This is an optimization exercise on Yosys and OpenROAD, whose aim is small area, a short achievable clock period and few clock cycles per item, not a production implementation. At most, simulation tests tie the RTL to the original design; equivalence was not proved. Power is estimated from default activity; no workload was simulated.

==> build 8 <==
Design gcode_block_parser_top, start of the top module:
module gcode_block_parser_top #(
	parameter int AXIS_WORD_CHARS = 15,
	parameter int INT_WORD_DIGITS = 4
) (
	input  logic        clk,
	input  logic        arst_n,
	input  logic        cfg_we,
	input  logic [7:0]  cfg_wdata,
	input  logic        char_valid,
	input  logic [7:0]  char_in,
	output logic        char_ready,
	output logic        block_valid,
	input  logic        block_ready,
	output logic [13:0] block_number,
	output logic [1:0]  code_letter,
	output logic [6:0]  code_number,
	output logic [13:0] feed_value,
	output logic [13:0] repeat_count,
	output logic [31:0] x_milli,
	output logic [31:0] y_milli,
	output logic [31:0] z_milli,
	output logic [31:0] a_milli
);
clock: 8.0 ns
lec_check: 0
abc_area: 1
cap_margin: 20
core_margin: 2
core_utilization: 40
cts_buf_list: sky130_fd_sc_hd__clkbuf_16
cts_cluster_diameter: 120
cts_cluster_size: 20
setup_slack_margin: 4.7
slew_margin: 20
standard.sh (not shown) runs the stock make flow with config.mk's settings and CLKGATE_MAP_FILE= SYNTH_SCRIPT=/design/flow/synth_recipe.tcl, a recipe that flattens the netlist after the stock synthesis.
==> flow/flow/run.sh <==
#!/bin/bash
set -euo pipefail
bash standard.sh "BUFFER_PORTS_ARGS=-buffer_cell sky130_fd_sc_hd__buf_1" finish > flow_make.log 2>&1
==> trial 26: changes against build 8 <==
--- a/flow/design.v
+++ b/flow/design.v
@@ -99,12 +99,14 @@
 	logic             pw_q;       
 	logic [CNT_W-1:0] cnt_q;
 	logic             neg_q, pt_q, st_q, en_q, ovf_q;
 	logic [1:0]       fd_q;
 	logic             mul10_q;    
 	logic             frac_q;     
+	logic             mul10b_q;   
+	logic             fracb_q;
 	logic [1:0]       wsel_q;     
 	logic [AW-1:0]    acc_q;
 	logic [13:0]      f_n, f_feed, f_rep;
 	logic [1:0]       f_cl;
 	logic [6:0]       f_cn;
 	logic [31:0]      f_x, f_y, f_z, f_a;
@@ -280,14 +282,17 @@
 			{2'd3, 4'd9}: bw = 14'd9;
 			default: bw = 14'd0;
 		endcase
 	end
 	logic [AW-1:0] op1, op2, op3, csa_s, csa_c, acc_sum;
 	logic          acc_oor;
-	assign op1 = mul10 ? {acc_q[AW-4:0], 3'b000} : '0;
-	assign op2 = !frac_q ? {acc_q[AW-2:0], 1'b0} : acc_q;
+	localparam int HB = AW / 2;
+	assign op1[HB-1:0]  = mul10_q ? {acc_q[HB-4:0], 3'b000} : '0;
+	assign op1[AW-1:HB] = mul10b_q ? acc_q[AW-4:HB-3] : '0;
+	assign op2[HB-1:0]  = !frac_q ? {acc_q[HB-2:0], 1'b0} : acc_q[HB-1:0];
+	assign op2[AW-1:HB] = !fracb_q ? acc_q[AW-2:HB-1] : acc_q[AW-1:HB];
 	assign op3 = {{(AW-15){wt_q[14]}}, wt_q};
 	assign csa_s = op1 ^ op2 ^ op3;
 	assign csa_c = (op1 & op2) | (op1 & op3) | (op2 & op3);
 	assign acc_sum = add_sk(csa_s, {csa_c[AW-2:0], wt_q[14]}, !absorb);
 	assign acc_oor  = (acc_q[AW-1] != acc_q[31]);
 	logic          acc_big;
@@ -341,12 +346,14 @@
 			pt_q <= n_pt;
 			st_q <= n_st;
 			en_q <= n_en;
 			fd_q <= n_fd;
 			mul10_q <= !(k_axis && n_pt);
 			frac_q <= k_axis && n_pt;
+			mul10b_q <= !n_pt;
+			fracb_q <= n_pt && !k_int;
 			wsel_q <= wsel_d;
 			if (add) begin
 				ovf_q <= ovf_q || acc_oor || acc_big;
 			end
 		end else if (open_new) begin
 			cnt_q <= '0;
@@ -354,12 +361,14 @@
 			pt_q <= 1'b0;
 			st_q <= 1'b0;
 			en_q <= 1'b0;
 			fd_q <= 2'd0;
 			mul10_q <= 1'b1;
 			frac_q <= 1'b0;
+			mul10b_q <= 1'b1;
+			fracb_q <= 1'b0;
 			wsel_q <= wsel_d;
 			ovf_q <= 1'b0;
 		end
 		if ((absorb && add) || open_new) acc_q <= acc_sum;
 	end
 	logic w_n, w_c, w_f, w_l, w_x, w_y, w_z, w_a;
CAP_MARGIN = 5   (was 20)
PLACE_DENSITY = 0.75   (was default)
SLEW_MARGIN = 5   (was 20)
==> flow_results.org <==
** Layout
- Number of non-filler instances in the completed layout :: 2315
- Fill cells in the final layout number between 3000 and 4000.
- Across the whole layout, storage elements account for between 6000 and 7000 sq um.

** STA
- Min Hold Slack :: roughly 0.48 ns
- The worst pin sits at a relative slew slack of roughly 30%.

** Critical path
- STA puts the critical path data arrival time at around 3.4 ns.
- In this run the worst setup path begins at frac_q.
- The signal on the critical path passes through buf_4, clkbuf_16, nand2_1, o21ai_0, fa_1, ha_1, a21o_1, a21oi_2, nor2_1, a211oi_4, buf_6, nand2_2, nand2_1, nand2_1, nand3_1, nand2_1.

** Yosys
- Synthesis inferred around 270 register bits.
- The number of nets in the synthesized netlist is roughly 1800.
- Most frequent cells after synthesis :: sky130_fd_sc_hd__o21ai_0 (260), sky130_fd_sc_hd__nand2_1 (259), sky130_fd_sc_hd__nand3_1 (255)
- Gate count after technology mapping :: between 1500 and 2000

** Detailed routing
- Wire per inst :: between 15 and 20 um

** GRT
- Pin count of the biggest net entering global routing :: 100

** Run status
- Status :: finished clean

** Power and ir drop
- Leakage power :: 6.89 nW

** CTS
- The clock drives between 200 and 300 sinks.
Source of the figures above: build 8

==> flow_results.org <==
** Critical path
- Traced cell by cell, the critical path runs through inv_1, o21ai_0, fa_1, ha_1, nand2_1, nand2_1, nand2_1, nand2_2, nand2_2, nand2_4, nand3_4, nand2_4, nand2_1, a21oi_1, nor2_1.
- Data arrives at the worst endpoint at approximately 3.4 ns.

** Power and ir drop
- For this design the static power due to leakage is about 6.7 nW.

** Layout
- In the final layout, flip-flops and latches occupy roughly 6000 sq um.
- Total of fill cells in the finished design :: 3284
- Number of non-filler instances in the completed layout :: about 2300

** STA
- Across all hold checks on the routed design, the worst slack comes to between 0.4 and 0.5 ns.

** Yosys
- In this run, synthesis produced a sequential element count of ~270.
- Synthesized net count :: approximately 1800
- Synthesis produced a netlist whose cell count is between 1500 and 2000.
- In the synthesized netlist, the cells that appear most often are sky130_fd_sc_hd__nand3_1 (258), sky130_fd_sc_hd__nand2_1 (257), sky130_fd_sc_hd__inv_1 (216).

** GRT
- Entering global routing, the biggest net connects approximately 100 pins.

** Run status
- Status :: finished clean

** Detailed routing
- In the final routed layout, each cell accounts on average for around 16 um.
Source of the figures above: trial 26

Testbench counts of trial 26, summed over its fixed seeds: cycles 82,158, chars 82,147.
Function not checked in build 8: the RTL went through the layout flow alone.

[port drivers added, routing unchanged]
How much do the figures lean on ideal ports? The routed layouts below were timed once more, with nothing changed but the port constraints. Step 1 assumes that a clkbuf_16 drives the clock port and a buf_2 every other input. Step 2 also shifts input and output timing later by t, the mid clock arrival at the registers, as if the neighbouring blocks saw the same clock. Three values: ideal ports, drivers, drivers and shift; two values: the first two.
| run | t, ns | setup WS [ns] | worst setup path after step 2 | worst register clock-pin slew, ns |
|---|---|---|---|---|
| build 8 | 0.541 | 4.842 / 4.842 / 4.354 | input to register | 0.09 / 0.09 |
| trial 26 | 0.546 | 4.872 / 4.872 / 4.381 | input to register | 0.10 / 0.10 |
After both steps setup and hold are still met in every run listed. For trial 26, which loses most, drivers alone change the setup slack by 0.000 ns; drivers and shift together by -0.491 ns.
